From an optimization exercise on the open Yosys and OpenROAD flow, aimed at small area; shortcuts taken in it are not production practice.
Where RTL was checked, it was by simulation tests only, not by an equivalence proof against the original.
Function not checked in runs 1 and 3 to 5: the RTL went through the layout flow alone.
No activity file was given, so power comes from the tool's default toggle rates.

File: flow/config.mk
export PLATFORM = sky130hd
export DESIGN_NAME = cfu_mac
export DESIGN_NICKNAME = cfu_mac
export VERILOG_FILES = /design/flow/design.v
export SDC_FILE = /design/flow/constraint.sdc
export NUM_CORES = 4
export LEC_CHECK = 0
export CAP_MARGIN = 20
export CORE_MARGIN = 2
export CORE_UTILIZATION = 60
export CTS_BUF_LIST = sky130_fd_sc_hd__clkbuf_16
export CTS_CLUSTER_DIAMETER = 80
export CTS_CLUSTER_SIZE = 25
export SLEW_MARGIN = 20
File: flow/constraint.sdc
create_clock -name core_clock -period 10.0 [get_ports {clk_i}]
set_input_delay 2.0000 -clock core_clock [delete_from_list [all_inputs] [get_ports {clk_i}]]
set_output_delay 2.0000 -clock core_clock [all_outputs]
set_load 0.01 [all_outputs]
File: flow/standard.sh
#!/bin/bash
# synth_recipe.tcl (not shown) runs the flow's synth.tcl, then flattens the netlist and writes it again
# the make line also repeats each setting of config.mk as NAME=value (left out here)
make -C /OpenROAD-flow-scripts/flow DESIGN_CONFIG=/design/flow/config.mk WORK_HOME=/design/flow/orfs CLKGATE_MAP_FILE= SYNTH_SCRIPT=/design/flow/synth_recipe.tcl "${@:-finish}"
File: flow/flow/synth.tcl
proc synth {args} { yosys synth -nofsm -noshare {*}$args }
proc abc {args} {
  set i [lsearch -exact $args -script]
  if {$i >= 0 && [info exists ::env(MY_ABC_SCRIPT)]} { lset args [expr {$i+1}] $::env(MY_ABC_SCRIPT) }
  yosys abc {*}$args
}
source $::env(SCRIPTS_DIR)/synth.tcl
# left out here: clear keep_hierarchy, flatten, clean up, hide names made inside functions, write 1_2_yosys.v
File: flow/flow/abc_area.script
&get -n
&st
&dc2
&dch -f
&nf -R 1000 -p -F 8 -A 4
&put
File: flow/flow/run.sh
#!/bin/bash
# The standard layout (standard.sh), with two changes:
#  - synthesis maps the logic with an area-oriented ABC script (flow/synth.tcl)
#    and leaves adders to ABC instead of mapping them to full-adder cells;
#  - the port buffers are sky130_fd_sc_hd__buf_1 cells.
set -euo pipefail
here=$(pwd)
export MY_ABC_SCRIPT=$here/flow/abc_area.script
bash standard.sh SYNTH_SCRIPT=$here/flow/synth.tcl ADDER_MAP_FILE= \
  "BUFFER_PORTS_ARGS=-buffer_cell sky130_fd_sc_hd__buf_1" finish > $here/flow_make.log 2>&1
File: flow/design.v
package cfu_mac_pkg;
  typedef enum logic [2:0] {
    OP_NOP  = 3'd0,
    OP_MAC  = 3'd1,
    OP_MACU = 3'd2,
    OP_RDL  = 3'd3,
    OP_RDH  = 3'd4,
    OP_CLR  = 3'd5,
    OP_WR   = 3'd6,
    OP_RSVD = 3'd7
  } op_e;
  typedef enum logic [1:0] {
    StIdle,
    StBusy,
    StDone
  } state_e;
  localparam int unsigned CtrlOpLsb  = 0;
  localparam int unsigned CtrlOpW    = 3;
  localparam int unsigned CtrlIdxLsb = 3;
  localparam int unsigned CtrlIdxW   = 5;
endpackage
module cfu_mac_mul_iter (
  input  logic [32:0] win_i,
  input  logic [31:0] mcand_i,
  input  logic        msign_i,
  input  logic        nz_i,
  input  logic        neg_i,
  input  logic [1:0]  pend_i,
  input  logic        top_i,
  output logic [32:0] win_o,
  output logic [1:0]  pend_o
);
  logic [31:0] z_lo;
  logic [2:0]  z_hi, q;
  logic [34:0] y;
  logic [35:0] c;
  assign z_lo = {32{nz_i}} & (mcand_i ^ {32{neg_i}});
  assign z_hi = {3{nz_i & (msign_i ^ neg_i)}};
  assign q    = z_hi + {pend_i[1], pend_i} + {2'b00, top_i};
  assign y = {q, z_lo};
  assign c[0] = neg_i;
  for (genvar i = 0; i < 35; i++) begin : g_rc
    logic x;
    assign x = (i < 33) ? win_i[i] : 1'b0;
    logic p;
    assign p = x ^ y[i];
    assign c[i+1] = p ? c[i] : x;
    assign win_o_t[i] = p ^ c[i];
  end
  logic [34:0] win_o_t;
  assign win_o = win_o_t[32:0];
  assign pend_o = win_o_t[34:33];
endmodule
module cfu_mac #(
  parameter int unsigned XLEN    = 32,
  parameter int unsigned NUM_ACC = 4,
  parameter int unsigned MUL_BPC = 4,
  parameter int unsigned CTRL_W  = 8
) (
  input  logic              clk_i,
  input  logic              rst_ni,
  input  logic              stall_i,
  input  logic              valid_i,
  input  logic [CTRL_W-1:0] cfu_ctrl_i,
  input  logic [XLEN-1:0]   src1_i,
  input  logic [XLEN-1:0]   src2_i,
  output logic              stall_o,
  output logic [XLEN-1:0]   rslt_o
);
  logic [2:0]  op;
  logic [1:0]  idx;
  logic        is_mac, is_macu, is_rdl, is_rdh, is_clr, is_wr;
  logic        multi, last, step, clean;
  logic [5:0]  cnt_q;
  logic [1:0]  pend_q, pend_new;
  logic [3:0]  zero_q;
  logic [63:0] acc_q [4];
  logic [3:0]  sel, sel_lo, sel_top, sel_hi;
  logic [32:0] win_m, win_new;
  logic [31:0] hi_rd;
  logic        bit_b, bit_nx_q, nz, neg, top;
  logic        unused;
  assign op  = cfu_ctrl_i[2:0];
  assign idx = cfu_ctrl_i[4:3];
  assign unused = ^{cfu_ctrl_i[7:5]};
  assign is_mac  = (op == 3'd1);
  assign is_macu = (op == 3'd2);
  assign is_rdl  = (op == 3'd3);
  assign is_rdh  = (op == 3'd4);
  assign is_clr  = (op == 3'd5);
  assign is_wr   = (op == 3'd6);
  assign multi   = is_mac | is_macu | is_rdl | is_clr | is_wr;
  assign last    = (cnt_q == 6'd63);
  assign step    = valid_i && multi && !(last && stall_i);
  assign stall_o = multi && !last;
  assign clean = zero_q[idx] | is_wr;
  for (genvar k = 0; k < 4; k++) begin : g_sel
    assign sel[k]     = (idx == 2'(k));
    assign sel_lo[k]  = sel[k] && !(clean && cnt_q == 6'd0);
    assign sel_top[k] = sel[k] && !(clean && !cnt_q[5]);
    assign sel_hi[k]  = sel[k] && is_rdh && !zero_q[k];
  end
  always_comb begin
    win_m = '0;
    hi_rd = '0;
    for (int k = 0; k < 4; k++) begin
      win_m = win_m | ({sel_top[k], {32{sel_lo[k]}}} & acc_q[k][32:0]);
      hi_rd = hi_rd | ({32{sel_hi[k]}} & acc_q[k][63:32]);
    end
  end
  assign bit_b = (cnt_q == 6'd0) ? src2_i[0] : bit_nx_q;
  assign nz  = ((is_mac | is_macu) && !cnt_q[5] && bit_b) || (is_wr && cnt_q == 6'd0);
  assign neg = is_mac && (cnt_q == 6'd31) && bit_b;
  assign top = is_wr && !cnt_q[5] && bit_b;
  cfu_mac_mul_iter u_step (
    .win_i   (win_m),
    .mcand_i (src1_i),
    .msign_i (is_mac && src1_i[31]),
    .nz_i    (nz),
    .neg_i   (neg),
    .pend_i  (pend_q),
    .top_i   (top),
    .win_o   (win_new),
    .pend_o  (pend_new)
  );
  always_ff @(posedge clk_i or negedge rst_ni) begin
    if (!rst_ni) begin
      cnt_q  <= '0;
      pend_q <= '0;
      bit_nx_q <= 1'b0;
      zero_q <= '1;
    end else begin
      if (step) begin
        cnt_q <= cnt_q + 6'd1;
      end
      pend_q <= (step && cnt_q < 6'd31) ? pend_new : 2'b00;
      bit_nx_q <= src2_i[5'(cnt_q[4:0] + 5'd1)];
      if (step && cnt_q == 6'd31) begin
        zero_q[idx] <= 1'b0;
      end
      if (step && last && is_clr) begin
        zero_q[idx] <= 1'b1;
      end
    end
  end
  for (genvar k = 0; k < 4; k++) begin : g_acc
    always_ff @(posedge clk_i) begin
      if (step && sel[k]) begin
        acc_q[k] <= {win_new[0], acc_q[k][63:33], win_new[32:1]};
      end
    end
  end
  assign rslt_o = (win_m[32:1] & {32{is_mac | is_macu | is_rdl | is_clr}}) | hi_rd;
endmodule
==> summary.md, run 1 <==
| Metric | Value |
|---|---|
| Status | `complete, no violations` |
| Crit path capture type | `flop` |
| Total grt overflow | `0` |
| Layout Area Growth over Synthesis | `13.2%` |
| Clock Latency Late Sink | `490 ps` |
| Die Y-Extent | `142 µm` |
| Core area | `0.0186 mm²` |
| Crit path kind | `in -> reg` |
| PwrDens | `195 mW/mm²` |
| Die ar. | `0.0201 mm²` |
| Vias per cell | `6.27` |
| Vias | `7,765` |
| Inserted Diodes | `0` |
| Worst slew margin | `32.8%` |
| CP Launch Type | `primary input` |
| Most frequent cells in the layout | `edfxtp_1 (256), nand2_1 (181), buf_1 (102)` |
| Initial cell density of the core | `61.0%` |
| Final period util | `91.4%` |
| Worst min path class | `reg -> reg` |
| Crit path max-delay cell type | `a2111oi_2` |
| Rows | `50` |
| Total track usage | `26.6%` |
| Number of global-route vias before repair | `7,736` |
| CP max FO | `11` |
| Synthesized instance count | `848` |
| FF+latch count, synth | `269` |
| I/O pin cnt | `109` |
| YS warnings | `2` |
| Fin util | `69.0%` |
| Worst endpoint required time | `10,370 ps` |
| TritonCTS clock tree | `done` |
| Critical path buffers and inverters | `3` |
| Root Driver | `clkbuf_16` |
| F_max | `109 MHz` |
| Final hold slack | `454 ps` |
| Cell family with most CP delay | `simple AND/OR/NAND/NOR gates` |
| Worst slew pin tran | `1010 ps` |
| Max H-tree Level | `1` |
| Main synth FF type | `edfxtp_1` |
| Die X | `142 µm` |
| Input/output buffers | `105` |
| Proportion of layout cells with a drive suffix above 1 | `8.66%` |
| CTS Buf Count | `15` |
| Setup tns final | `0 ps` |
| CP Data Arrival Time | `9510 ps` |
| Syn Std Cell Area | `0.0114 mm²` |
| DP HPWL | `16,300 µm` |
| Clk_skew | `15.0 ps` |
| Maxcap violations | `0` |
| Commonest non-fill, non-tap cell in the layout | `edfxtp_1` |
| Tot Pwr | `2.51 mW` |
| First-pass GRT wire length | `41,500 µm` |
| CP peak stage delay | `350 ps` |
| Post-DRT Antenna Nets | `0` |
| Clock transition at path regs | `90 ps` |
| Pins Over Slew Limit | `0` |
| Worst vdd ir | `0.148 mV` |
| Post-synth EDFFs | `256` |
| Fin. Hold Viols | `0` |
| Most used cell along the critical path | `nand2_1` |
| Largest net degree at the start of global routing | `65` |
| Clock sink count | `269` |
| Fill count | `1,335` |
| Post-Syn Nets | `924` |
| Final setup violation count | `0` |
| Syn avg cell area | `13.4 µm²` |
| Initial antenna violation count | `0` |
| Routability cong. | `0.835` |
| Fraction of registers with async set/reset | `4.83%` |
| WL/cell | `21.6 µm` |
| Max Buffers Root-to-Sink | `3` |
| Synth unique cells | `38` |
| Leakage | `4.34 nW` |
| Fin nets | `1,078` |
| Post-route DRC | `0` |
| Minimum clock period | `9140 ps` |
| Final Routed Wirelength | `26,800 µm` |
| Sequential cell area fraction in the yosys report | `70.5%` |
| First drt pass iteration count | `5` |
| Drt first-iter violations | `715` |
-- state kept, by name, summed over array words and instances, names as in the netlist --
signal / cells
acc_q: 256
cnt_q: 6
zero_q: 4
pend_q: 2
bit_nx_q: 1
-- worst register-to-register path, delay by kind of cell (launching register included) --
kind	cells	cell delay, ps
fa+ha+maj	1	210
xor+xnor	1	250
buf+inv	1	290
compound gates	3	740
simple gates	65	6850
flops	1	390
-- cell usage after synthesis, types with 4 or more instances --
cell      number  area, µm²
a21oi_1       39        195
a222oi_1      48        480
a22oi_1       37        278
a31oi_1        4       25.0
clkinv_1       7       26.3
dfrtp_1        9        225
dfstp_2        4        105
edfxtp_1     256       7690
nand2_1      186        698
nand2b_1       6       37.5
nand3_1       65        325
nor2_1        25       93.8
nor3_1         8       40.0
nor4_1         5       31.3
o21ai_0       46        230
xnor2_1       68        596
-- cell families after synthesis --
| group | count (synthesis) | synth area share, % |
|---|---|---|
| XOR/XNOR | 71 | 5.47 |
| adder cells (fa/ha/maj) | 2 | 0.176 |
| AO/OA/AOI/OAI | 193 | 12.0 |
| flip-flops | 269 | 70.5 |
| buffers and inverters | 7 | 0.231 |
| AND/OR/NAND/NOR | 303 | 11.3 |
| multiplexers | 3 | 0.385 |
-- path summary, 6_finish.rpt --
| path | slack [ps] | end | cells past startpoint | from |
|---|---|---|---|---|
| min reg2reg | 450 | acc_q[0][47]$_DFFE_PP_ | 0 | acc_q[0][48]$_DFFE_PP_ |
| min in group asynchronous | 1540 | cnt_q[5]$_DFFE_PN0P_ | 1 | rst_ni |
| min | 450 | acc_q[0][47]$_DFFE_PP_ | 0 | acc_q[0][48]$_DFFE_PP_ |
| max reg2reg | 1170 | pend_q[1]$_DFF_PN0_ | 71 | cnt_q[0]$_DFFE_PN0P_ |
| max in group asynchronous | 8000 | cnt_q[1]$_DFFE_PN0P_ | 1 | rst_ni |
| max | 860 | pend_q[1]$_DFF_PN0_ | 75 | cfu_ctrl_i[4] |
-- routing by layer --
layer,vias up,routed length (µm),GRT usage (%)
met1,3791,11700,38.6
met3,33,1870,3.71
met4,0,341,6.95
met5,-,0,0
li1,3625,-,-
met2,316,12800,43.1
-- stage by stage --
step	area (µm²)	worst slack [ps]	std cells
after floorplan	11400	507	848
after global placement	12400	202	1218
after detailed placement	12400	43.2	1218
after CTS	12800	468	1238
after global routing	12900	-41.8	1239
final	12900	860	1239
-- cell type report --
class / instances / area (µm²) / share of cell area (%)
Clock buffer: 15 / 375 / 2.92
Clock inverter: 5 / 42.5 / 0.331
Inverter: 7 / 26.3 / 0.204
Multi-Input combinational cell: 572 / 3480 / 27.0
Sequential cell: 269 / 8020 / 62.3
Tap cell: 234 / 293 / 2.27
Timing Repair Buffer: 137 / 638 / 4.96
-- where the power goes --
group / switching (mW) / internal, mW
logic: 0.321 / 0.176
clock network: 0.348 / 0.279
registers: 0.0310 / 1.35
-- what timing repair did --
item | 4_1_cts | 5_1_grt
hold buffers | 0 | 0
resized for setup | 0 | 21
endpoints found under the setup margin | 0 | 10
buffers inserted | 0 | 1
==> inputs of run 2 (changes only) <==
--- a/flow/design.v
+++ b/flow/design.v
@@ -22,11 +22,11 @@
 module cfu_mac_mul_iter (
-  input  logic [32:0] win_i,
-  input  logic [31:0] mcand_i,
-  input  logic        msign_i,
-  input  logic        nz_i,
-  input  logic        neg_i,
-  input  logic [1:0]  pend_i,
-  input  logic        top_i,
-  output logic [32:0] win_o,
-  output logic [1:0]  pend_o
+  input  logic [32:0] win_i,      
+  input  logic [31:0] mcand_i,    
+  input  logic        msign_i,    
+  input  logic        nz_i,       
+  input  logic        neg_i,      
+  input  logic [1:0]  pend_i,     
+  input  logic        top_i,      
+  output logic [32:0] win_o,      
+  output logic [1:0]  pend_o      
 );
@@ -34,3 +34,3 @@
   logic [2:0]  z_hi, q;
-  logic [34:0] y;
+  logic [34:0] x, y, p, s;
   logic [35:0] c;
@@ -39,15 +39,12 @@
   assign q    = z_hi + {pend_i[1], pend_i} + {2'b00, top_i};
+  assign x = {2'b00, win_i};
   assign y = {q, z_lo};
+  assign p = x ^ y;
   assign c[0] = neg_i;
   for (genvar i = 0; i < 35; i++) begin : g_rc
-    logic x;
-    assign x = (i < 33) ? win_i[i] : 1'b0;
-    logic p;
-    assign p = x ^ y[i];
-    assign c[i+1] = p ? c[i] : x;
-    assign win_o_t[i] = p ^ c[i];
+    assign c[i+1] = p[i] ? c[i] : x[i];
   end
-  logic [34:0] win_o_t;
-  assign win_o = win_o_t[32:0];
-  assign pend_o = win_o_t[34:33];
+  assign s = p ^ c[34:0];
+  assign win_o  = s[32:0];
+  assign pend_o = s[34:33];
 endmodule
==> summary.md, run 2 <==
| Metric | Value |
|---|---|
| Status | `complete, but fails checks` |
| Violated checks | `negative setup slack` |
| Total track usage | `27.5%` |
| Final period util | `135%` |
| Vias per cell | `6.19` |
| Max H-tree Level | `1` |
| CP Data Arrival Time | `13,920 ps` |
| Clk_skew | `9.72 ps` |
| Leakage | `4.63 nW` |
| PwrDens | `187 mW/mm²` |
| Total grt overflow | `0` |
| Initial antenna violation count | `0` |
| Worst setup margin | `-3520 ps` |
| Worst endpoint required time | `10,410 ps` |
| Post-route DRC | `0` |
| Synth top area share | `67.6%` |
| Proportion of layout cells with a drive suffix above 1 | `22.9%` |
| Number of global-route vias before repair | `8,091` |
| Worst min path class | `reg -> reg` |
| Max FFs per register | `256` |
| Synth Area in Compound Gates | `14.1%` |
| Die Y-Extent | `142 µm` |
| Minimum clock period | `13,520 ps` |
| Post-Synth Adder-Cell Area | `2.73%` |
| CP Launch Type | `primary input` |
| DP HPWL | `17,200 µm` |
| Crit path max-delay cell type | `maj3_2` |
| Pins Over Slew Limit | `0` |
| Fin. Hold Viols | `0` |
| Setup tns final | `-94,380 ps` |
| WL/cell | `21.5 µm` |
| Root Driver | `clkbuf_16` |
| Synth area leader | `edfxtp_1` |
| Sequential cell area fraction in the yosys report | `70.5%` |
| YS warnings | `2` |
| Largest regs | `acc_q x256, cnt_q x6, zero_q x4` |
| Multi-input gate area | `0.00364 mm²` |
| Post-Syn Nets | `863` |
| Tot Pwr | `2.63 mW` |
| Fraction of registers with async set/reset | `4.83%` |
| R2R setup slack | `-2610 ps` |
| Syn Std Cell Area | `0.0114 mm²` |
| Post-DRT Antenna Nets | `0` |
| Worst slew margin | `32.8%` |
| I/O pin cnt | `109` |
| Reg with most FFs | `acc_q` |
| Routability cong. | `0.886` |
| Synthesized instance count | `787` |
| Mux cell area share after synthesis | `0.286%` |
| First-pass GRT wire length | `42,900 µm` |
| Synth cell count leaders | `edfxtp_1 (256), nand2_1 (97), xnor2_1 (68)` |
| Rows | `50` |
| Fill count | `1,183` |
| Die ar. | `0.0201 mm²` |
| Worst vdd ir | `0.130 mV` |
| TritonCTS clock tree | `done` |
| Commonest non-fill, non-tap cell in the layout | `edfxtp_1` |
| Most used cell along the critical path | `maj3_2` |
| Simple-Gate Fraction of Synth Area | `5.56%` |
| Largest net degree at the start of global routing | `65` |
| Crit path kind | `in -> reg` |
| RSZ-0062 raised after global routing | `true` |
| FF+latch count, synth | `269` |
| First drt pass iteration count | `6` |
| Final setup violation count | `50` |
| Input/output buffers | `105` |
| CTS Buf Count | `15` |
| Synth unique cells | `37` |
| Inserted Diodes | `0` |
| Area contributors post-synth | `edfxtp_1 (68%), xnor2_1 (5.2%), a222oi_1 (4.5%), nand2_1 (3.2%), maj3_1 (2.7%)` |
| Max Buffers Root-to-Sink | `3` |
| Post-place setup slack | `-4340 ps` |
| Clock transition at path regs | `100 ps` |
| Post-CTS Hold Buffers | `0` |
| Largest family of logic cells by synthesized area | `compound AO/OA/AOI/OAI gates` |
| Worst slew pin tran | `1010 ps` |
| Most frequent cells in the layout | `edfxtp_1 (256), buf_4 (136), buf_1 (101)` |
| Core area | `0.0186 mm²` |
| CP max FO | `4` |
| XOR/XNOR share of the synthesized area | `5.55%` |
| F_max | `74.0 MHz` |
| Initial cell density of the core | `61.0%` |
| Clock Latency Late Sink | `480 ps` |
| Die X | `142 µm` |
| Drt first-iter violations | `774` |
| Most common cell in the synthesized netlist | `edfxtp_1` |
| Final Routed Wirelength | `27,800 µm` |
| Fin nets | `1,129` |
| Vias | `8,008` |
| Main synth FF type | `edfxtp_1` |
| FF/Latch Area | `0.00802 mm²` |
| Maxcap violations | `0` |
| CP peak stage delay | `340 ps` |
| Post-synth EDFFs | `256` |
| Clock sink count | `269` |
| Syn avg cell area | `14.4 µm²` |
| Crit path capture type | `flop` |
| Layout Area Growth over Synthesis | `23.9%` |
## run 2: cell count changes in the layout (fill, tap and decap cells not counted), sizes merged, moves of 3 or more
cell,delta
buf,+114
nand2,-89
nand3,-58
clkinv,+32
maj3,+29
o211ai,+27
a22oi,-14
o21ai,+8
a221oi,+7
nor2,-6
a22o,+4
a222oi,+3
a31oi,-3
## run 2: cell type report
class / instances / area share [%]
Sequential cell: 269 / 56.9
Tap cell: 234 / 2.08
Clock buffer: 15 / 2.67
Inverter: 39 / 1.06
Multi-Input combinational cell: 479 / 25.8
Clock inverter: 8 / 0.400
Timing Repair Buffer: 249 / 11.0
## run 2: kinds of logic after synthesis
logic type / count (synthesis)
compound gates: 224
buf+inv: 39
mux: 2
simple gates: 150
fa+ha+maj: 31
flops: 269
xor+xnor: 72
## run 2: metrics by stage
| step | cell area (µm²) | util, % | hold WS, ps | std cells |
|---|---|---|---|---|
| 2_1_floorplan | 11500 | - | 425 | 787 |
| 3_3_place_gp | 13100 | 70.2 | 428 | 1244 |
| 3_5_place_dp | 13100 | 70.3 | 433 | 1245 |
| 4_1_cts | 13900 | 74.8 | 453 | 1284 |
| 5_1_grt | 14100 | 75.5 | 466 | 1293 |
| 6_report | 14100 | 75.5 | 452 | 1293 |
## run 2: per-layer routing
layer / GRT usage (%) / wire (µm) / vias up
met1: 37.9 / 11300 / 3944
met2: 47.4 / 13900 / 342
met3: 2.83 / 2040 / 41
met5: 0 / 0 / -
li1: - / - / 3681
met4: 7.47 / 542 / 0
## run 2: path summary, 6_finish.rpt
check                                        from                      to  cells past startpoint
hold reg to reg            acc_q[3][43]$_DFFE_PP_  acc_q[3][42]$_DFFE_PP_                      0
setup reg to reg             cnt_q[3]$_DFFE_PN0P_     pend_q[0]$_DFF_PN0_                     43
hold / removal             acc_q[3][43]$_DFFE_PP_  acc_q[3][42]$_DFFE_PP_                      0
min in group asynchronous                  rst_ni    cnt_q[4]$_DFFE_PN0P_                      1
setup / recovery                    cfu_ctrl_i[2]     pend_q[0]$_DFF_PN0_                     44
max in group asynchronous                  rst_ni      bit_nx_q$_DFF_PN0_                      1
## run 2: report_power, final
part | switching (mW) | total [mW] | internal, mW
logic | 0.357 | 0.645 | 0.287
clock network | 0.345 | 0.626 | 0.281
registers | 0.0220 | 1.36 | 1.34
total | 0.724 | 2.63 | 1.91
## run 2: repair_timing
action                     in CTS  in global routing
setup endpoints to repair      54                 54
gates cloned                    0                  0
setup buffers                  18                 12
pin swaps                      44                 49
resized for setup              45                 15
## run 2: worst max-delay path, delay by kind of cell
family / cells / cell delay [ps]
and+or+nand+nor: 5 / 610
adders and majority gates: 31 / 10160
buffers and inverters: 1 / 80
AOI/OAI and AO/OA: 7 / 1060
==> inputs of run 3 (changes only) <==
--- a/flow/design.v
+++ b/flow/design.v
@@ -69,3 +69,3 @@
   logic        is_mac, is_macu, is_rdl, is_rdh, is_clr, is_wr;
-  logic        multi, last, step, clean;
+  logic        multi, last, step;
   logic [5:0]  cnt_q;
@@ -92,4 +92,5 @@
   assign stall_o = multi && !last;
-  assign clean = zero_q[idx] | is_wr;
   for (genvar k = 0; k < 4; k++) begin : g_sel
+    logic clean;
+    assign clean      = zero_q[k] | is_wr;
     assign sel[k]     = (idx == 2'(k));
==> summary.md, run 3 <==
| Metric | Value |
|---|---|
| Sw Ratio | `28.2%` |
| Setup tns final | `0 ps` |
| Worst min path class | `reg -> reg` |
| Worst setup margin | `805 ps` |
| Area contributors post-synth | `edfxtp_1 (68%), xnor2_1 (5.6%), nand2_1 (5.2%), a222oi_1 (4.2%), a22oi_1 (2.5%)` |
| Syn Std Cell Area | `0.0114 mm²` |
| FF+latch count, synth | `269` |
| Minimum clock period | `9200 ps` |
| Post-CTS Hold Buffers | `0` |
| Fin nets | `1,058` |
| Worst Reg-to-Reg Cells | `69` |
| P_int | `1.84 mW` |
| Clock transition at path regs | `100 ps` |
| Fraction of registers with async set/reset | `4.83%` |
| Synthesized instance count | `826` |
| Largest net degree at the start of global routing | `65` |
| Clock Latency Late Sink | `500 ps` |
| DP HPWL | `15,800 µm` |
| Crit path kind | `in -> reg` |
| Main synth FF type | `edfxtp_1` |
| First-pass GRT wire length | `40,900 µm` |
| Metal3 WL | `1840 µm` |
| Die ar. | `0.0201 mm²` |
| Mux cell area share after synthesis | `0.0881%` |
| WL met1 | `10,900 µm` |
| Worst vdd ir | `0.196 mV` |
| Synth cell count leaders | `edfxtp_1 (256), nand2_1 (157), xnor2_1 (73)` |
| Root Driver | `clkbuf_16` |
| Hold path cells | `0` |
| Post-DRT Antenna Nets | `0` |
| Initial antenna violation count | `0` |
| Pins Over Slew Limit | `0` |
| Fin util | `69.5%` |
| Clock share of power | `24.7%` |
| CP Data Arrival Time | `9570 ps` |
| I/O pin cnt | `109` |
| Routability cong. | `0.845` |
| Clock sink count | `269` |
| Worst slew pin tran | `999 ps` |
| Sequential cell area fraction in the yosys report | `70.5%` |
| Tot Pwr | `2.57 mW` |
| Vias per cell | `6.19` |
| Number of global-route vias before repair | `7,786` |
| Post-route DRC | `0` |
| Seq pwr share | `54.6%` |
| Most frequent cells in the layout | `edfxtp_1 (256), nand2_1 (157), buf_1 (104)` |
| Leakage | `4.32 nW` |
| Post-synth EDFFs | `256` |
| XOR/XNOR share of the synthesized area | `7.78%` |
| Final cell count without fillers | `1,225` |
| Status | `complete, no violations` |
| Largest regs | `acc_q x256, cnt_q x6, zero_q x4` |
| WL/cell | `21.1 µm` |
| Clk_skew | `27.2 ps` |
| CP peak stage delay | `520 ps` |
| Input/output buffers | `105` |
| TritonCTS clock tree | `done` |
| Post_cts resized | `0` |
| PwrDens | `198 mW/mm²` |
| Simple-Gate Fraction of Synth Area | `10.1%` |
| Synth top area share | `67.6%` |
| Fill count | `1,350` |
| F_max | `109 MHz` |
| Reg with most FFs | `acc_q` |
| CP Launch Type | `primary input` |
| YS warnings | `2` |
| Post-Synth Adder-Cell Area | `0.528%` |
| Crit path capture type | `flop` |
| Synth unique cells | `38` |
| CP max FO | `6` |
| Total grt overflow | `0` |
| Max H-tree Level | `1` |
| Commonest non-fill, non-tap cell in the layout | `edfxtp_1` |
| Layout Area Growth over Synthesis | `13.9%` |
| Largest family of logic cells by synthesized area | `compound AO/OA/AOI/OAI gates` |
| Inserted Diodes | `0` |
| Final setup violation count | `0` |
| Post-Syn Nets | `902` |
| Proportion of layout cells with a drive suffix above 1 | `10.7%` |
| Die Y-Extent | `142 µm` |
| Highest metal used | `met4` |
| Synth Area in Compound Gates | `10.8%` |
| Syn avg cell area | `13.8 µm²` |
| Post-CTS Setup Inserts | `0` |
| Wire length on met2 | `12,700 µm` |
| First drt pass iteration count | `6` |
| Placed cells | `1,199` |
| Crit path max-delay cell type | `or4b_4` |
| Worst endpoint required time | `10,370 ps` |
| Max Buffers Root-to-Sink | `3` |
| Total track usage | `25.9%` |
| Vias | `7,580` |
| Max FFs per register | `256` |
| Die X | `142 µm` |
| Most common cell in the synthesized netlist | `edfxtp_1` |
| Synth area leader | `edfxtp_1` |
| Gate power share | `20.7%` |
| Maxcap violations | `0` |
| Post-place setup slack | `97.3 ps` |
| Final Routed Wirelength | `25,800 µm` |
| Worst slew margin | `33.4%` |
| Core area | `0.0186 mm²` |
| Rows | `50` |
| Drt first-iter violations | `723` |
| Switch Pwr | `724 µW` |
| Initial cell density of the core | `61.0%` |
| Fin. Hold Viols | `0` |
| Final period util | `92.0%` |
| CTS Buf Count | `15` |
run 3: changes by cell type in the layout (fill, tap and decap cells not counted), moves of 23 or more:
cell | before | now
o211ai_1 | 28 | 2
nand3_1 | 7 | 34
nor2_1 | 11 | 57
buf_4 | 136 | 34
clkinv_1 | 37 | 6
o21ai_2 | 2 | 25
maj3_2 | 31 | 4
a21oi_1 | 38 | 6
xor2_1 | 4 | 28
o21ai_0 | 51 | 22
nand2_1 | 95 | 157
run 3: worst max-delay path: cells and delay by family:
kind                     cells  cell delay [ps]
AND/OR/NAND/NOR             30             2970
AO/OA/AOI/OAI               28             2390
adder cells (fa/ha/maj)      5             1540
buffers and inverters        4              400
XOR/XNOR                     2              250
run 3: power by group through the flow:
stage | combinational [mW] | clock (mW) | sequential (mW)
2_1_floorplan | 0.377 | 0 | 1.42
3_3_place_gp | 0.503 | 0 | 1.42
3_5_place_dp | 0.523 | 0 | 1.43
4_1_cts | 0.526 | 0.647 | 1.40
5_1_grt | 0.590 | 0.681 | 1.41
6_report | 0.531 | 0.635 | 1.40
run 3: logic make-up (layout without fill, tap and decap cells):
group                    count (synthesis)  after routing
AO/OA/AOI/OAI                          164            164
XOR/XNOR                               101            101
adder cells (fa/ha/maj)                  6              6
buffers and inverters                    6            171
flip-flops                             269            269
multiplexers                             1              1
AND/OR/NAND/NOR                        279            279
run 3: metal layers:
layer	global-route usage [%]	vias to the layer above
met2	43.6	318
met5	0	-
met4	6.95	0
li1	-	3510
met3	3.85	32
met1	36.0	3720
run 3: cell type report:
class,instances,area (µm²),share of cell area [%]
clock buffer,15,375,2.90
clock inverter,11,67.6,0.522
inverter,6,22.5,0.174
multi-input combinational,551,3520,27.2
sequential,269,8020,61.9
tap,234,293,2.26
timing repair buffer,139,651,5.02
run 3: worst paths after layout:
| check | start | endpoint | slack [ps] |
|---|---|---|---|
| setup / recovery | cfu_ctrl_i[2] | pend_q[0]$_DFF_PN0_ | 800 |
| hold / removal | acc_q[1][53]$_DFFE_PP_ | acc_q[1][52]$_DFFE_PP_ | 430 |
| setup reg to reg | cnt_q[5]$_DFFE_PN0P_ | pend_q[0]$_DFF_PN0_ | 1210 |
| hold reg to reg | acc_q[1][53]$_DFFE_PP_ | acc_q[1][52]$_DFFE_PP_ | 430 |
| max in group asynchronous | rst_ni | cnt_q[2]$_DFFE_PN0P_ | 7970 |
| min in group asynchronous | rst_ni | pend_q[1]$_DFF_PN0_ | 1550 |
run 3: through the flow:
step,cell area (µm²),hold WS [ps]
4_1_cts,12900,427
5_1_grt,12900,434
3_3_place_gp,12500,430
6_report,12900,430
2_1_floorplan,11500,425
3_5_place_dp,12500,434
==> inputs of run 4 (changes only) <==
--- a/flow/design.v
+++ b/flow/design.v
@@ -32,19 +32,123 @@
 );
-  logic [31:0] z_lo;
   logic [2:0]  z_hi, q;
-  logic [34:0] x, y, p, s;
-  logic [35:0] c;
-  assign z_lo = {32{nz_i}} & (mcand_i ^ {32{neg_i}});
+  logic [35:0] x, y, p, g, c, s;
+  logic [18:0]  cb;
   assign z_hi = {3{nz_i & (msign_i ^ neg_i)}};
   assign q    = z_hi + {pend_i[1], pend_i} + {2'b00, top_i};
-  assign x = {2'b00, win_i};
-  assign y = {q, z_lo};
+  assign x = {3'd0, win_i};
+  assign y = {{2{q[2]}}, q, {32{nz_i}} & (mcand_i ^ {32{neg_i}})};
   assign p = x ^ y;
-  assign c[0] = neg_i;
-  for (genvar i = 0; i < 35; i++) begin : g_rc
-    assign c[i+1] = p[i] ? c[i] : x[i];
-  end
-  assign s = p ^ c[34:0];
+  assign g = x & y;
+  assign s = p ^ c;
   assign win_o  = s[32:0];
   assign pend_o = s[34:33];
+  assign cb[0] = neg_i;
+  assign c[0] = cb[0];
+  assign c[1] = (g[0]) |
+                    (p[0] & cb[0]);
+  assign cb[1] = (g[0] & p[1]) |
+                    (g[1]) |
+                    (p[0] & p[1] & cb[0]);
+  assign c[2] = cb[1];
+  assign c[3] = (g[2]) |
+                    (p[2] & cb[1]);
+  assign cb[2] = (g[2] & p[3]) |
+                    (g[3]) |
+                    (p[2] & p[3] & cb[1]);
+  assign c[4] = cb[2];
+  assign c[5] = (g[4]) |
+                    (p[4] & cb[2]);
+  assign cb[3] = (g[4] & p[5]) |
+                    (g[5]) |
+                    (p[4] & p[5] & cb[2]);
+  assign c[6] = cb[3];
+  assign c[7] = (g[6]) |
+                    (p[6] & cb[3]);
+  assign cb[4] = (g[6] & p[7]) |
+                    (g[7]) |
+                    (p[6] & p[7] & cb[3]);
+  assign c[8] = cb[4];
+  assign c[9] = (g[8]) |
+                    (p[8] & cb[4]);
+  assign cb[5] = (g[8] & p[9]) |
+                    (g[9]) |
+                    (p[8] & p[9] & cb[4]);
+  assign c[10] = cb[5];
+  assign c[11] = (g[10]) |
+                    (p[10] & cb[5]);
+  assign cb[6] = (g[10] & p[11]) |
+                    (g[11]) |
+                    (p[10] & p[11] & cb[5]);
+  assign c[12] = cb[6];
+  assign c[13] = (g[12]) |
+                    (p[12] & cb[6]);
+  assign cb[7] = (g[12] & p[13]) |
+                    (g[13]) |
+                    (p[12] & p[13] & cb[6]);
+  assign c[14] = cb[7];
+  assign c[15] = (g[14]) |
+                    (p[14] & cb[7]);
+  assign cb[8] = (g[14] & p[15]) |
+                    (g[15]) |
+                    (p[14] & p[15] & cb[7]);
+  assign c[16] = cb[8];
+  assign c[17] = (g[16]) |
+                    (p[16] & cb[8]);
+  assign cb[9] = (g[16] & p[17]) |
+                    (g[17]) |
+                    (p[16] & p[17] & cb[8]);
+  assign c[18] = cb[9];
+  assign c[19] = (g[18]) |
+                    (p[18] & cb[9]);
+  assign cb[10] = (g[18] & p[19]) |
+                    (g[19]) |
+                    (p[18] & p[19] & cb[9]);
+  assign c[20] = cb[10];
+  assign c[21] = (g[20]) |
+                    (p[20] & cb[10]);
+  assign cb[11] = (g[20] & p[21]) |
+                    (g[21]) |
+                    (p[20] & p[21] & cb[10]);
+  assign c[22] = cb[11];
+  assign c[23] = (g[22]) |
+                    (p[22] & cb[11]);
+  assign cb[12] = (g[22] & p[23]) |
+                    (g[23]) |
+                    (p[22] & p[23] & cb[11]);
+  assign c[24] = cb[12];
+  assign c[25] = (g[24]) |
+                    (p[24] & cb[12]);
+  assign cb[13] = (g[24] & p[25]) |
+                    (g[25]) |
+                    (p[24] & p[25] & cb[12]);
+  assign c[26] = cb[13];
+  assign c[27] = (g[26]) |
+                    (p[26] & cb[13]);
+  assign cb[14] = (g[26] & p[27]) |
+                    (g[27]) |
+                    (p[26] & p[27] & cb[13]);
+  assign c[28] = cb[14];
+  assign c[29] = (g[28]) |
+                    (p[28] & cb[14]);
+  assign cb[15] = (g[28] & p[29]) |
+                    (g[29]) |
+                    (p[28] & p[29] & cb[14]);
+  assign c[30] = cb[15];
+  assign c[31] = (g[30]) |
+                    (p[30] & cb[15]);
+  assign cb[16] = (g[30] & p[31]) |
+                    (g[31]) |
+                    (p[30] & p[31] & cb[15]);
+  assign c[32] = cb[16];
+  assign c[33] = (g[32]) |
+                    (p[32] & cb[16]);
+  assign cb[17] = (g[32] & p[33]) |
+                    (g[33]) |
+                    (p[32] & p[33] & cb[16]);
+  assign c[34] = cb[17];
+  assign c[35] = (g[34]) |
+                    (p[34] & cb[17]);
+  assign cb[18] = (g[34] & p[35]) |
+                    (g[35]) |
+                    (p[34] & p[35] & cb[17]);
 endmodule
@@ -69,3 +173,3 @@
   logic        is_mac, is_macu, is_rdl, is_rdh, is_clr, is_wr;
-  logic        multi, last, step;
+  logic        multi, last, step, clean;
   logic [5:0]  cnt_q;
@@ -92,5 +196,4 @@
   assign stall_o = multi && !last;
+  assign clean = zero_q[idx] | is_wr;
   for (genvar k = 0; k < 4; k++) begin : g_sel
-    logic clean;
-    assign clean      = zero_q[k] | is_wr;
     assign sel[k]     = (idx == 2'(k));
==> summary.md, run 4 <==
| Metric | Value |
|---|---|
| Status | `complete, but fails checks` |
| Violated checks | `negative setup slack` |
| Fin. Hold Viols | `0` |
| Worst slew pin tran | `1030 ps` |
| Total grt overflow | `0` |
| Fin nets | `1,141` |
| CP peak stage delay | `350 ps` |
| Drt first-iter violations | `929` |
| Input/output buffers | `105` |
| Worst hold start | `acc_q[3][46]$_DFFE_PP_` |
| Max FFs per register | `256` |
| Die X | `142 µm` |
| Minimum clock period | `10,330 ps` |
| Post-Syn Nets | `903` |
| Post-DRT Antenna Nets | `0` |
| Layout Area Growth over Synthesis | `21.0%` |
| Rows | `50` |
| Initial antenna violation count | `0` |
| Clock sink count | `269` |
| Area contributors post-synth | `edfxtp_1 (67%), xnor2_1 (5.3%), nand2_1 (4.3%), a222oi_1 (4.1%), a22oi_1 (2.8%)` |
| Worst setup margin | `-332 ps` |
| Final setup violation count | `14` |
| Worst min path class | `reg -> reg` |
| Main synth FF type | `edfxtp_1` |
| Hold EP | `acc_q[3][45]$_DFFE_PP_` |
| Proportion of layout cells with a drive suffix above 1 | `19.2%` |
| CP Data Arrival Time | `10,710 ps` |
| CTS Buf Count | `15` |
| DP HPWL | `17,600 µm` |
| Crit path kind | `in -> reg` |
| Critical R2R Capture | `pend_q[0]$_DFF_PN0_` |
| First drt pass iteration count | `6` |
| Vias per cell | `6.25` |
| Synthesized instance count | `827` |
| WL/cell | `21.8 µm` |
| YS warnings | `2` |
| CP max FO | `8` |
| Clock Latency Late Sink | `500 ps` |
| Crit path capture type | `flop` |
| Synth cell count leaders | `edfxtp_1 (256), nand2_1 (132), xnor2_1 (69)` |
| Syn avg cell area | `13.8 µm²` |
| I/O pin cnt | `109` |
| Root Driver | `clkbuf_16` |
| Post-route DRC | `0` |
| Worst Reg-to-Reg Cells | `47` |
| PwrDens | `180 mW/mm²` |
| Die ar. | `0.0202 mm²` |
| Most frequent cells in the layout | `edfxtp_1 (256), nand2_1 (132), buf_4 (109)` |
| Maxcap violations | `0` |
| Synth top area share | `67.2%` |
| Routability cong. | `0.899` |
| Most common cell in the synthesized netlist | `edfxtp_1` |
| Vias | `8,161` |
| Design area | `0.0138 mm²` |
| Total track usage | `27.7%` |
| Final period util | `103%` |
| Number of global-route vias before repair | `8,071` |
| Post-synth EDFFs | `256` |
| Syn Std Cell Area | `0.0114 mm²` |
| CP Launch Type | `primary input` |
| Most used cell along the critical path | `maj3_2` |
| RSZ-0062 raised after global routing | `true` |
| Largest regs | `acc_q x256, cnt_q x6, zero_q x4` |
| Initial cell density of the core | `61.2%` |
| Synth unique cells | `39` |
| Largest net degree at the start of global routing | `65` |
| Fraction of registers with async set/reset | `4.83%` |
| Crit path max-delay cell type | `maj3_2` |
| Clk_skew | `17.6 ps` |
| Clock transition at path regs | `90 ps` |
| Pins Over Slew Limit | `0` |
| Max Buffers Root-to-Sink | `3` |
| Placed cell area | `0.0129 mm²` |
| Die Y-Extent | `142 µm` |
| Worst slew margin | `31.4%` |
| Worst endpoint required time | `10,380 ps` |
| Post-place setup slack | `-1140 ps` |
| Synth area leader | `edfxtp_1` |
| First-pass GRT wire length | `42,800 µm` |
| Max H-tree Level | `1` |
| Inserted Diodes | `0` |
| Commonest non-fill, non-tap cell in the layout | `edfxtp_1` |
| Critical R2R Launch | `cnt_q[0]$_DFFE_PN0P_` |
| TritonCTS clock tree | `done` |
| R2R setup slack | `270 ps` |
| Leakage | `4.73 nW` |
| Worst vdd ir | `0.128 mV` |
| Hold path cells | `0` |
| Core area | `0.0187 mm²` |
| Setup tns final | `-3220 ps` |
| FF+latch count, synth | `269` |
| Final Routed Wirelength | `28,500 µm` |
| F_max | `96.8 MHz` |
| Sequential cell area fraction in the yosys report | `70.1%` |
| Reg with most FFs | `acc_q` |
## run 4: cell count changes after synthesis, sizes merged, moves of 5 or more
cell and change:
o21ai -20, xor2 -18, nand2b +11, a21oi +27, nand3 +8, nor2b +5, maj3 +10, nand2 -25
nor2 -29, clkinv +16
## run 4: area by class of cell
cell class              instances  area, µm²
fillers                      1230       4860
multi-input cells             536       3700
clock inverters                 9       61.3
clock buffers                  15        375
repair buffers                221       1310
inverters                      22       90.1
flip-flops and latches        269       8020
well taps                     234        293
## run 4: how the worst max path moves through the flow
stage | start | to | slack (ps) | cells past startpoint
floorplan | src2_i[0] | pend_q[1]$_DFF_PN0_ | -1370 | 45
global placement | cfu_ctrl_i[4] | pend_q[1]$_DFF_PN0_ | -930 | 51
detailed placement | cfu_ctrl_i[4] | pend_q[1]$_DFF_PN0_ | -1140 | 51
CTS | cfu_ctrl_i[4] | pend_q[0]$_DFF_PN0_ | -510 | 50
global route | cfu_ctrl_i[3] | pend_q[1]$_DFF_PN0_ | -730 | 50
finish | cfu_ctrl_i[4] | pend_q[0]$_DFF_PN0_ | -330 | 51
## run 4: logic make-up after synthesis
| group | synth area share [%] |
|---|---|
| XOR/XNOR | 6.05 |
| multiplexers | 0.0875 |
| buffers and inverters | 0.722 |
| AND/OR/NAND/NOR | 9.57 |
| AO/OA/AOI/OAI | 12.1 |
| adder cells (fa/ha/maj) | 1.40 |
| flip-flops | 70.1 |
## run 4: what timing repair did
action,in CTS,in global routing
setup endpoints to repair,18,30
resized for setup,27,18
setup buffers,21,14
hold buffers,0,0
pin swaps,34,37
## run 4: where the power goes
part / internal (mW) / total (mW) / switching [mW]
clock: 0.283 / 0.637 / 0.354
sequential: 1.32 / 1.35 / 0.0301
combinational: 0.200 / 0.503 / 0.304
total: 1.81 / 2.49 / 0.688
## run 4: metrics by stage
| stage | utilization [%] | instances | total power, mW | hold WS [ps] |
|---|---|---|---|---|
| 6_report | 74.0 | 1306 | 2.49 | 449 |
| 5_1_grt | 74.0 | 1306 | 2.59 | 461 |
| 4_1_cts | 72.9 | 1292 | 2.48 | 454 |
| 3_5_place_dp | 69.1 | 1248 | 1.84 | 434 |
| 3_3_place_gp | 69.1 | 1248 | 1.81 | 429 |
| 2_1_floorplan | - | 827 | 1.67 | 425 |
## run 4: metal layers
metal | part of all wire, % | vias up | GRT usage [%]
li1 | - | 3710 | -
met1 | 40 | 4055 | 36.5
met2 | 51 | 341 | 48.2
met3 | 6.1 | 55 | 2.79
met4 | 3.0 | 0 | 10.4
met5 | 0 | - | 0
## run 4: critical path, delay by kind of cell
| kind | cells | cell delay [ps] |
|---|---|---|
| AND/OR/NAND/NOR | 12 | 1670 |
| buffers and inverters | 5 | 500 |
| adder cells (fa/ha/maj) | 14 | 3930 |
| AO/OA/AOI/OAI | 20 | 2570 |
==> inputs of run 5 (changes only) <==
--- a/flow/design.v
+++ b/flow/design.v
@@ -34,3 +34,3 @@
   logic [35:0] x, y, p, g, c, s;
-  logic [18:0]  cb;
+  logic [12:0]  cb;
   assign z_hi = {3{nz_i & (msign_i ^ neg_i)}};
@@ -48,107 +48,119 @@
                     (p[0] & cb[0]);
-  assign cb[1] = (g[0] & p[1]) |
+  assign c[2] = (g[0] & p[1]) |
                     (g[1]) |
                     (p[0] & p[1] & cb[0]);
-  assign c[2] = cb[1];
-  assign c[3] = (g[2]) |
-                    (p[2] & cb[1]);
-  assign cb[2] = (g[2] & p[3]) |
-                    (g[3]) |
-                    (p[2] & p[3] & cb[1]);
-  assign c[4] = cb[2];
-  assign c[5] = (g[4]) |
-                    (p[4] & cb[2]);
-  assign cb[3] = (g[4] & p[5]) |
+  assign cb[1] = (g[0] & p[1] & p[2]) |
+                    (g[1] & p[2]) |
+                    (g[2]) |
+                    (p[0] & p[1] & p[2] & cb[0]);
+  assign c[3] = cb[1];
+  assign c[4] = (g[3]) |
+                    (p[3] & cb[1]);
+  assign c[5] = (g[3] & p[4]) |
+                    (g[4]) |
+                    (p[3] & p[4] & cb[1]);
+  assign cb[2] = (g[3] & p[4] & p[5]) |
+                    (g[4] & p[5]) |
                     (g[5]) |
-                    (p[4] & p[5] & cb[2]);
-  assign c[6] = cb[3];
+                    (p[3] & p[4] & p[5] & cb[1]);
+  assign c[6] = cb[2];
   assign c[7] = (g[6]) |
-                    (p[6] & cb[3]);
-  assign cb[4] = (g[6] & p[7]) |
+                    (p[6] & cb[2]);
+  assign c[8] = (g[6] & p[7]) |
                     (g[7]) |
-                    (p[6] & p[7] & cb[3]);
-  assign c[8] = cb[4];
-  assign c[9] = (g[8]) |
-                    (p[8] & cb[4]);
-  assign cb[5] = (g[8] & p[9]) |
-                    (g[9]) |
-                    (p[8] & p[9] & cb[4]);
-  assign c[10] = cb[5];
-  assign c[11] = (g[10]) |
-                    (p[10] & cb[5]);
-  assign cb[6] = (g[10] & p[11]) |
+                    (p[6] & p[7] & cb[2]);
+  assign cb[3] = (g[6] & p[7] & p[8]) |
+                    (g[7] & p[8]) |
+                    (g[8]) |
+                    (p[6] & p[7] & p[8] & cb[2]);
+  assign c[9] = cb[3];
+  assign c[10] = (g[9]) |
+                    (p[9] & cb[3]);
+  assign c[11] = (g[9] & p[10]) |
+                    (g[10]) |
+                    (p[9] & p[10] & cb[3]);
+  assign cb[4] = (g[9] & p[10] & p[11]) |
+                    (g[10] & p[11]) |
                     (g[11]) |
-                    (p[10] & p[11] & cb[5]);
-  assign c[12] = cb[6];
+                    (p[9] & p[10] & p[11] & cb[3]);
+  assign c[12] = cb[4];
   assign c[13] = (g[12]) |
-                    (p[12] & cb[6]);
-  assign cb[7] = (g[12] & p[13]) |
+                    (p[12] & cb[4]);
+  assign c[14] = (g[12] & p[13]) |
                     (g[13]) |
-                    (p[12] & p[13] & cb[6]);
-  assign c[14] = cb[7];
-  assign c[15] = (g[14]) |
-                    (p[14] & cb[7]);
-  assign cb[8] = (g[14] & p[15]) |
-                    (g[15]) |
-                    (p[14] & p[15] & cb[7]);
-  assign c[16] = cb[8];
-  assign c[17] = (g[16]) |
-                    (p[16] & cb[8]);
-  assign cb[9] = (g[16] & p[17]) |
+                    (p[12] & p[13] & cb[4]);
+  assign cb[5] = (g[12] & p[13] & p[14]) |
+                    (g[13] & p[14]) |
+                    (g[14]) |
+                    (p[12] & p[13] & p[14] & cb[4]);
+  assign c[15] = cb[5];
+  assign c[16] = (g[15]) |
+                    (p[15] & cb[5]);
+  assign c[17] = (g[15] & p[16]) |
+                    (g[16]) |
+                    (p[15] & p[16] & cb[5]);
+  assign cb[6] = (g[15] & p[16] & p[17]) |
+                    (g[16] & p[17]) |
                     (g[17]) |
-                    (p[16] & p[17] & cb[8]);
-  assign c[18] = cb[9];
+                    (p[15] & p[16] & p[17] & cb[5]);
+  assign c[18] = cb[6];
   assign c[19] = (g[18]) |
-                    (p[18] & cb[9]);
-  assign cb[10] = (g[18] & p[19]) |
+                    (p[18] & cb[6]);
+  assign c[20] = (g[18] & p[19]) |
                     (g[19]) |
-                    (p[18] & p[19] & cb[9]);
-  assign c[20] = cb[10];
-  assign c[21] = (g[20]) |
-                    (p[20] & cb[10]);
-  assign cb[11] = (g[20] & p[21]) |
-                    (g[21]) |
-                    (p[20] & p[21] & cb[10]);
-  assign c[22] = cb[11];
-  assign c[23] = (g[22]) |
-                    (p[22] & cb[11]);
-  assign cb[12] = (g[22] & p[23]) |
+                    (p[18] & p[19] & cb[6]);
+  assign cb[7] = (g[18] & p[19] & p[20]) |
+                    (g[19] & p[20]) |
+                    (g[20]) |
+                    (p[18] & p[19] & p[20] & cb[6]);
+  assign c[21] = cb[7];
+  assign c[22] = (g[21]) |
+                    (p[21] & cb[7]);
+  assign c[23] = (g[21] & p[22]) |
+                    (g[22]) |
+                    (p[21] & p[22] & cb[7]);
+  assign cb[8] = (g[21] & p[22] & p[23]) |
+                    (g[22] & p[23]) |
                     (g[23]) |
-                    (p[22] & p[23] & cb[11]);
-  assign c[24] = cb[12];
+                    (p[21] & p[22] & p[23] & cb[7]);
+  assign c[24] = cb[8];
   assign c[25] = (g[24]) |
-                    (p[24] & cb[12]);
-  assign cb[13] = (g[24] & p[25]) |
+                    (p[24] & cb[8]);
+  assign c[26] = (g[24] & p[25]) |
                     (g[25]) |
-                    (p[24] & p[25] & cb[12]);
-  assign c[26] = cb[13];
-  assign c[27] = (g[26]) |
-                    (p[26] & cb[13]);
-  assign cb[14] = (g[26] & p[27]) |
-                    (g[27]) |
-                    (p[26] & p[27] & cb[13]);
-  assign c[28] = cb[14];
-  assign c[29] = (g[28]) |
-                    (p[28] & cb[14]);
-  assign cb[15] = (g[28] & p[29]) |
+                    (p[24] & p[25] & cb[8]);
+  assign cb[9] = (g[24] & p[25] & p[26]) |
+                    (g[25] & p[26]) |
+                    (g[26]) |
+                    (p[24] & p[25] & p[26] & cb[8]);
+  assign c[27] = cb[9];
+  assign c[28] = (g[27]) |
+                    (p[27] & cb[9]);
+  assign c[29] = (g[27] & p[28]) |
+                    (g[28]) |
+                    (p[27] & p[28] & cb[9]);
+  assign cb[10] = (g[27] & p[28] & p[29]) |
+                    (g[28] & p[29]) |
                     (g[29]) |
-                    (p[28] & p[29] & cb[14]);
-  assign c[30] = cb[15];
+                    (p[27] & p[28] & p[29] & cb[9]);
+  assign c[30] = cb[10];
   assign c[31] = (g[30]) |
-                    (p[30] & cb[15]);
-  assign cb[16] = (g[30] & p[31]) |
+                    (p[30] & cb[10]);
+  assign c[32] = (g[30] & p[31]) |
                     (g[31]) |
-                    (p[30] & p[31] & cb[15]);
-  assign c[32] = cb[16];
-  assign c[33] = (g[32]) |
-                    (p[32] & cb[16]);
-  assign cb[17] = (g[32] & p[33]) |
-                    (g[33]) |
-                    (p[32] & p[33] & cb[16]);
-  assign c[34] = cb[17];
-  assign c[35] = (g[34]) |
-                    (p[34] & cb[17]);
-  assign cb[18] = (g[34] & p[35]) |
+                    (p[30] & p[31] & cb[10]);
+  assign cb[11] = (g[30] & p[31] & p[32]) |
+                    (g[31] & p[32]) |
+                    (g[32]) |
+                    (p[30] & p[31] & p[32] & cb[10]);
+  assign c[33] = cb[11];
+  assign c[34] = (g[33]) |
+                    (p[33] & cb[11]);
+  assign c[35] = (g[33] & p[34]) |
+                    (g[34]) |
+                    (p[33] & p[34] & cb[11]);
+  assign cb[12] = (g[33] & p[34] & p[35]) |
+                    (g[34] & p[35]) |
                     (g[35]) |
-                    (p[34] & p[35] & cb[17]);
+                    (p[33] & p[34] & p[35] & cb[11]);
 endmodule
==> summary.md, run 5 <==
| Metric | Value |
|---|---|
| Status | `complete, but fails checks` |
| Violated checks | `negative setup slack` |
| Post-Synth Adder-Cell Area | `0.786%` |
| Syn Std Cell Area | `0.0115 mm²` |
| Fraction of registers with async set/reset | `4.83%` |
| Total track usage | `27.9%` |
| Synth top area share | `67.1%` |
| Worst vdd ir | `0.160 mV` |
| Synth unique cells | `45` |
| Clock sink count | `269` |
| Synth Area in Compound Gates | `11.6%` |
| Final period util | `101%` |
| CTS Buf Count | `15` |
| CP Launch Type | `primary input` |
| Maxcap violations | `0` |
| Final cell count without fillers | `1,293` |
| Total grt overflow | `0` |
| Pins Over Slew Limit | `0` |
| CP max FO | `5` |
| Tot Pwr | `2.52 mW` |
| Synth area leader | `edfxtp_1` |
| R2R setup slack | `440 ps` |
| Crit path max-delay cell type | `maj3_2` |
| Die ar. | `0.0202 mm²` |
| First-pass GRT wire length | `43,200 µm` |
| I/O pin cnt | `109` |
| F_max | `99.0 MHz` |
| Most used cell along the critical path | `a21oi_2` |
| Minimum clock period | `10,100 ps` |
| Sequential cell area fraction in the yosys report | `70.0%` |
| Synth cell count leaders | `edfxtp_1 (256), nand2_1 (135), xnor2_1 (64)` |
| Largest regs | `acc_q x256, cnt_q x6, zero_q x4` |
| Fin nets | `1,126` |
| RSZ-0062 raised after global routing | `true` |
| Crit path capture type | `flop` |
| Proportion of layout cells with a drive suffix above 1 | `16.9%` |
| Clock Latency Late Sink | `510 ps` |
| Cell family with most CP delay | `adder cells` |
| Worst min path class | `reg -> reg` |
| WL/cell | `22.0 µm` |
| Reg with most FFs | `acc_q` |
| Layout Area Growth over Synthesis | `19.4%` |
| Worst slew pin tran | `1050 ps` |
| Post-CTS Hold Buffers | `0` |
| Most common cell in the synthesized netlist | `edfxtp_1` |
| Critical path buffers and inverters | `2` |
| Commonest non-fill, non-tap cell in the layout | `edfxtp_1` |
| Synthesized instance count | `833` |
| Post-DRT Antenna Nets | `0` |
| Vias per cell | `6.23` |
| Worst setup margin | `-97.7 ps` |
| DP HPWL | `17,600 µm` |
| Inserted Diodes | `0` |
| Post-route DRC | `0` |
| Worst endpoint required time | `10,220 ps` |
| Clock transition at path regs | `100 ps` |
| YS warnings | `2` |
| Final Routed Wirelength | `28,500 µm` |
| Drt first-iter violations | `799` |
| TritonCTS clock tree | `done` |
| Post-Syn Nets | `909` |
| CP Data Arrival Time | `10,310 ps` |
| Initial antenna violation count | `0` |
| Fin. Hold Viols | `0` |
| Die Y-Extent | `142 µm` |
| Max FFs per register | `256` |
| Final setup violation count | `8` |
| Initial cell density of the core | `61.3%` |
| Die X | `142 µm` |
| Largest family of logic cells by synthesized area | `compound AO/OA/AOI/OAI gates` |
| Simple-Gate Fraction of Synth Area | `10.3%` |
| Clk_skew | `33.4 ps` |
| Max H-tree Level | `1` |
| Routability cong. | `0.857` |
| CP peak stage delay | `360 ps` |
| PwrDens | `184 mW/mm²` |
| Crit path kind | `in -> reg` |
| Worst slew margin | `29.6%` |
| Syn avg cell area | `13.8 µm²` |
| Number of global-route vias before repair | `8,051` |
| FF+latch count, synth | `269` |
| Vias | `8,058` |
| Root Driver | `clkbuf_16` |
| Rows | `50` |
| Leakage | `4.63 nW` |
| Main synth FF type | `edfxtp_1` |
| Most frequent cells in the layout | `edfxtp_1 (256), nand2_1 (134), buf_1 (103)` |
| Core area | `0.0187 mm²` |
| Input/output buffers | `105` |
| XOR/XNOR share of the synthesized area | `6.34%` |
| Placed cells | `1,244` |
| Post-synth EDFFs | `256` |
| Mux cell area share after synthesis | `0.382%` |
| Largest net degree at the start of global routing | `65` |
| First drt pass iteration count | `8` |
| Area contributors post-synth | `edfxtp_1 (67%), xnor2_1 (4.9%), nand2_1 (4.4%), a222oi_1 (4.4%), a22oi_1 (2.2%)` |
| Max Buffers Root-to-Sink | `3` |
run 5: per-stage QoR:
step | worst slack [ps] | cell area [µm²] | util [%] | TNS (ps) | hold WS [ps]
4_1_cts | -51.9 | 13400 | 71.7 | -376 | 454
3_5_place_dp | -730 | 12800 | 68.6 | -9380 | 434
2_1_floorplan | -871 | 11600 | - | -11390 | 425
6_report | -97.7 | 13700 | 73.1 | -546 | 452
3_3_place_gp | -642 | 12800 | 68.6 | -7900 | 427
5_1_grt | -433 | 13700 | 73.1 | -5050 | 452
run 5: final cells by class:
cell class | instances | area, µm²
Clock buffer | 15 | 375
Clock inverter | 11 | 75.1
Multi-Input combinational cell | 547 | 3730
Timing Repair Buffer | 200 | 1120
Inverter | 17 | 63.8
Tap cell | 234 | 293
Sequential cell | 269 | 8020
Fill cell | 1294 | 5030
run 5: logic make-up (layout without fill, tap and decap cells):
| kind of cell | count (synthesis) | count (layout) |
|---|---|---|
| and+or+nand+nor | 271 | 271 |
| DFF | 269 | 269 |
| AOI/OAI and AO/OA | 181 | 181 |
| xor gates and xnor gates | 83 | 83 |
| buffers and inverters | 17 | 243 |
| adders and majority gates | 9 | 9 |
| muxes | 3 | 3 |
run 5: path summary, 6_finish.rpt:
kind | end | from | cells after the start
max in group asynchronous | cnt_q[3]$_DFFE_PN0P_ | rst_ni | 1
worst min register to register | acc_q[2][48]$_DFFE_PP_ | acc_q[2][49]$_DFFE_PP_ | 0
min in group asynchronous | pend_q[0]$_DFF_PN0_ | rst_ni | 1
worst max-delay path | acc_q[3][31]$_DFFE_PP_ | cfu_ctrl_i[4] | 51
worst min-delay path | acc_q[2][48]$_DFFE_PP_ | acc_q[2][49]$_DFFE_PP_ | 0
worst max register to register | acc_q[3][31]$_DFFE_PP_ | cnt_q[1]$_DFFE_PN0P_ | 49
run 5: metal layers:
metal,vias up,GRT usage [%],wire [µm]
met1,3949,38.5,11300
met2,363,47.2,14400
met5,-,0,0
met4,0,8.37,722
met3,47,3.30,2140
li1,3699,-,-
run 5: power by group:
part | internal (mW) | switching, mW
sequential | 1.33 | 0.0314
combinational | 0.197 | 0.318
clock | 0.285 | 0.358
run 5: repair_timing:
| action | in CTS | in global routing |
|---|---|---|
| gates resized for setup | 12 | 29 |
| pin swaps | 2 | 12 |
| cloned | 0 | 0 |
| setup buffers | 9 | 14 |
| setup endpoints to repair | 14 | 18 |

## port drivers added, routing unchanged
Ports are ideal in the flow. The routed layouts listed here were re-timed in OpenROAD.
Step 1 assumes that a clkbuf_16 drives the clock port and a buf_2 every other input.
Step 2 also shifts input and output timing later by t, the mid clock arrival at the registers, as if the neighbouring blocks saw the same clock.
Slacks: ideal ports / drivers / drivers and shift; pairs: ideal ports / drivers.
| run | shift t [ns] | setup WS [ns] | clock arrival spread, ns | worst data-port slew with drivers (ns) | cell pins on the clock port's net |
|---|---|---|---|---|---|
| run 1 | 0.528 | 0.860 / 0.881 / 0.352 | 0.017 / 0.017 | 0.04 | 1 |
| run 2 | 0.524 | -3.515 / -3.505 / -4.029 | 0.009 / 0.009 | 0.09 | 1 |
| run 3 | 0.528 | 0.805 / 0.828 / 0.299 | 0.028 / 0.027 | 0.05 | 1 |
| run 4 | 0.533 | -0.332 / -0.321 / -0.854 | 0.018 / 0.018 | 0.05 | 1 |
| run 5 | 0.532 | -0.098 / -0.102 / -0.634 | 0.033 / 0.033 | 0.07 | 1 |
The setup slack of run 5, which loses most, moves by -0.004 ns with the drivers and by -0.536 ns with both steps.
